Source: an optimization exercise on an open RTL-to-GDS flow (aim: small area, a short achievable clock period and few clock cycles). Production flows keep margins and buffers that such runs may drop.
Only simulation tests tie the RTL to the original design; equivalence was not proved.
Power and IR drop assume default switching activity.

Design rnn_cell_engine, start of the top module:
module rnn_cell_engine #(
    parameter int HID  = 64,
    parameter int XW   = 32,
    parameter int DW   = 20,
    parameter int FRAC = 16,
    parameter int ACC  = 44,
    parameter int AW   = 17
) (
    input  logic          clk,
    input  logic          reset,
    input  logic          ready,
    input  logic          act_mode,
    input  logic [XW-1:0] idata,
    input  logic [DW-1:0] mdata_r,
    output logic          busy,
    output logic          done,
    output logic          i_en,
    output logic          mce,
    output logic [2:0]    msel,
    output logic [AW-1:0] maddr,
    output logic [DW-1:0] mdata_w
);
Size: roughly 5300 cells after synthesis, ~100 I/O pins, ~73000 sq um of cells after synthesis.
==> flow/config.mk <==
export PLATFORM = sky130hd
export DESIGN_NAME = rnn_cell_engine
export DESIGN_NICKNAME = rnn_cell_engine
export VERILOG_FILES = /design/flow/design.v
export SDC_FILE = /design/flow/constraint.sdc
export NUM_CORES = 4
export LEC_CHECK = 0
export CAP_MARGIN = 20
export CORE_MARGIN = 2
export CORE_UTILIZATION = 40
export SLEW_MARGIN = 20
==> flow/constraint.sdc <==
create_clock -name core_clock -period 14.0 [get_ports {clk}]
set_input_delay 2.8000 -clock core_clock [delete_from_list [all_inputs] [get_ports {clk}]]
set_output_delay 2.8000 -clock core_clock [all_outputs]
set_load 0.01 [all_outputs]
standard.sh (not shown) runs the stock make flow with config.mk's settings and CLKGATE_MAP_FILE= SYNTH_SCRIPT=/design/flow/synth_recipe.tcl, a recipe that flattens the netlist after the stock synthesis.
==> flow/flow/run.sh <==
#!/bin/bash
# The standard ORFS layout (bash standard.sh), with changes only to how it is optimised;
# the design, the 14 ns clock period and the I/O constraints are unchanged:
#  - repair_timing aims for a setup slack of SETUP_SLACK_MARGIN ns instead of 0, so it keeps
#    improving the critical paths below the 14 ns period;
#  - the port buffers are buf_4 cells instead of the delay buffer buffer_ports picks;
#  - clock tree synthesis clusters up to 30 sinks within 50 um per leaf buffer and inserts
#    no dummy loads.
# make's full output goes to make_finish.log; ORFS keeps each step's log under orfs/logs/.
set -euo pipefail
bash standard.sh SETUP_SLACK_MARGIN=10 CORE_UTILIZATION=55 PLACE_DENSITY=0.65 \
  "BUFFER_PORTS_ARGS=-buffer_cell sky130_fd_sc_hd__buf_4" \
  "CTS_ARGS=-sink_clustering_enable -repair_clock_nets -dont_use_dummy_load -sink_clustering_size 30 -sink_clustering_max_diameter 50" \
  finish > make_finish.log 2>&1
The baseline finished clean.
Testbench counts at the start, summed over its fixed seeds: cycles 993,632.
Rerun with:
--- a/flow/flow/run.sh
+++ b/flow/flow/run.sh
@@ -9,6 +9,6 @@
 # make's full output goes to make_finish.log; ORFS keeps each step's log under orfs/logs/.
 set -euo pipefail
-bash standard.sh SETUP_SLACK_MARGIN=10 CORE_UTILIZATION=55 PLACE_DENSITY=0.65 \
+bash standard.sh SETUP_SLACK_MARGIN=10 \
   "BUFFER_PORTS_ARGS=-buffer_cell sky130_fd_sc_hd__buf_4" \
-  "CTS_ARGS=-sink_clustering_enable -repair_clock_nets -dont_use_dummy_load -sink_clustering_size 30 -sink_clustering_max_diameter 50" \
+  "CTS_ARGS=-sink_clustering_enable -repair_clock_nets -dont_use_dummy_load -sink_clustering_size 30 -sink_clustering_max_diameter 50 -balance_levels" \
   finish > make_finish.log 2>&1
Total power rises slightly.
Utilization falls by 16 points.
Wire length rises slightly.
Register-to-register slack stays flat.
Setup slack is worse by 0.014 ns.
Die area rises by well over a third.
Sequential power is about the same.
Via count is about the same.
Cell count rises by roughly a tenth.
Maximum frequency falls slightly.
First-iteration DRC count falls by a few percent.

========
== alpha ==
rnn_cell_engine, a different RTL version from the one above (not shown whole).
For scale: roughly 100 I/O pins, roughly 0.074 mm² of cells after synthesis.
// rnn_cell_engine
module rnn_cell_engine #(
    parameter int HID  = 64,
    parameter int XW   = 32,
    parameter int DW   = 20,
    parameter int FRAC = 16,
    parameter int ACC  = 44,
    parameter int AW   = 17
) (
    input  logic          clk,
    input  logic          reset,
    input  logic          ready,
    input  logic          act_mode,
    input  logic [XW-1:0] idata,
    input  logic [DW-1:0] mdata_r,
    output logic          busy,
    output logic          done,
    output logic          i_en,
    output logic          mce,
    output logic [2:0]    msel,
    output logic [AW-1:0] maddr,
    output logic [DW-1:0] mdata_w
);
==> flow/config.mk <==
export PLATFORM = sky130hd
export DESIGN_NAME = rnn_cell_engine
export DESIGN_NICKNAME = rnn_cell_engine
export VERILOG_FILES = /design/flow/design.v
export SDC_FILE = /design/flow/constraint.sdc
export NUM_CORES = 4
export LEC_CHECK = 0
export CAP_MARGIN = 20
export CORE_MARGIN = 2
export CORE_UTILIZATION = 40
export SLEW_MARGIN = 20
==> flow/constraint.sdc <==
create_clock -name core_clock -period 14.0 [get_ports {clk}]
set_input_delay 2.8000 -clock core_clock [delete_from_list [all_inputs] [get_ports {clk}]]
set_output_delay 2.8000 -clock core_clock [all_outputs]
set_load 0.01 [all_outputs]
==> flow/flow/run.sh <==
#!/bin/bash
set -euo pipefail
bash standard.sh SETUP_SLACK_MARGIN=10 "BUFFER_PORTS_ARGS=-buffer_cell sky130_fd_sc_hd__buf_4" CORE_UTILIZATION=60 PLACE_DENSITY=0.70 finish > make_finish.log 2>&1
alpha finished every step from synthesis to the final layout, and the layout passed the timing, DRC and antenna checks.
Testbench counts of alpha, summed over its fixed seeds: cycles 993,632.
[inputs] beta vs alpha
==> flow/flow/run.sh <==
#!/bin/bash
set -euo pipefail
bash standard.sh SETUP_SLACK_MARGIN=10 "BUFFER_PORTS_ARGS=-buffer_cell sky130_fd_sc_hd__buf_4" "CTS_ARGS=-sink_clustering_enable -repair_clock_nets -dont_use_dummy_load -sink_clustering_size 20 -sink_clustering_max_diameter 40 -sink_clustering_buffer sky130_fd_sc_hd__clkbuf_8" finish > make_finish.log 2>&1
==> run summary <==
- Met1 routing resource usage after global routing (higher): alpha
- From alpha to beta the numbers moved as follows: total track usage went down 8.0 points; count of non-filler cells in the finished layout went up about 10%; routed length on met1 held; initial cell density of the core went down 20 points; smallest hold slack went down 0.021 ns.
- The wire length of the first global-routing pass of beta is lower than that of alpha.
### beta -> gamma
==> flow/flow/run.sh <==
#!/bin/bash
# The standard ORFS layout, with two changes to how it is optimised (the design, the
# clock period and the constraints are unchanged):
#  - repair_timing aims for a setup slack of SETUP_SLACK_MARGIN ns instead of 0, so it keeps
#    improving the critical paths below the 14 ns period;
#  - the port buffers are buf_4 cells instead of the delay buffer buffer_ports picks.
# make's full output goes to make_finish.log; ORFS keeps each step's log under orfs/logs/.
set -euo pipefail
bash standard.sh SETUP_SLACK_MARGIN=10 "BUFFER_PORTS_ARGS=-buffer_cell sky130_fd_sc_hd__buf_4" finish > make_finish.log 2>&1
gamma | status: complete | timing, DRC, antenna: pass. Compared beta against gamma; area of the core region within noise. Non-clock buffer count: gamma and beta compared, higher one is gamma. From beta to gamma the numbers moved as follows: global-route wire length before repair up 1.2%, global-route usage flat, cell area power density up 12%. ~same met3 routing resource usage after global routing in gamma and beta. Between beta and gamma, clock-pin slew of the registers on the worst-case setup and hold paths decreased.

[static timing again, ports no longer ideal]
The flow's constraints put no driver on any port. The routed layouts listed below were extracted and timed again, unchanged, in two steps.
Step 1 assumes that a clkbuf_16 drives the clock port and a buf_2 every other input.
Step 2 also shifts input and output timing later by t, the mid clock arrival at the registers, as if the neighbouring blocks saw the same clock.
a / b / c = ideal / step 1 / step 2; a / b = the first two.
run | t, ns | setup WS [ns] | worst setup path after step 2
the first run of note 1 | 0.828 | 9.896 / 9.817 / 9.935 | register to register
the second run of note 1 | 0.836 | 9.882 / 9.799 / 9.922 | register to register
alpha | 0.879 | 9.848 / 9.775 / 10.083 | input to register
beta | 0.896 | 9.824 / 9.745 / 10.174 | register to register
gamma | 0.893 | 9.877 / 9.797 / 10.176 | register to register
After both steps setup and hold are still met in every run listed.
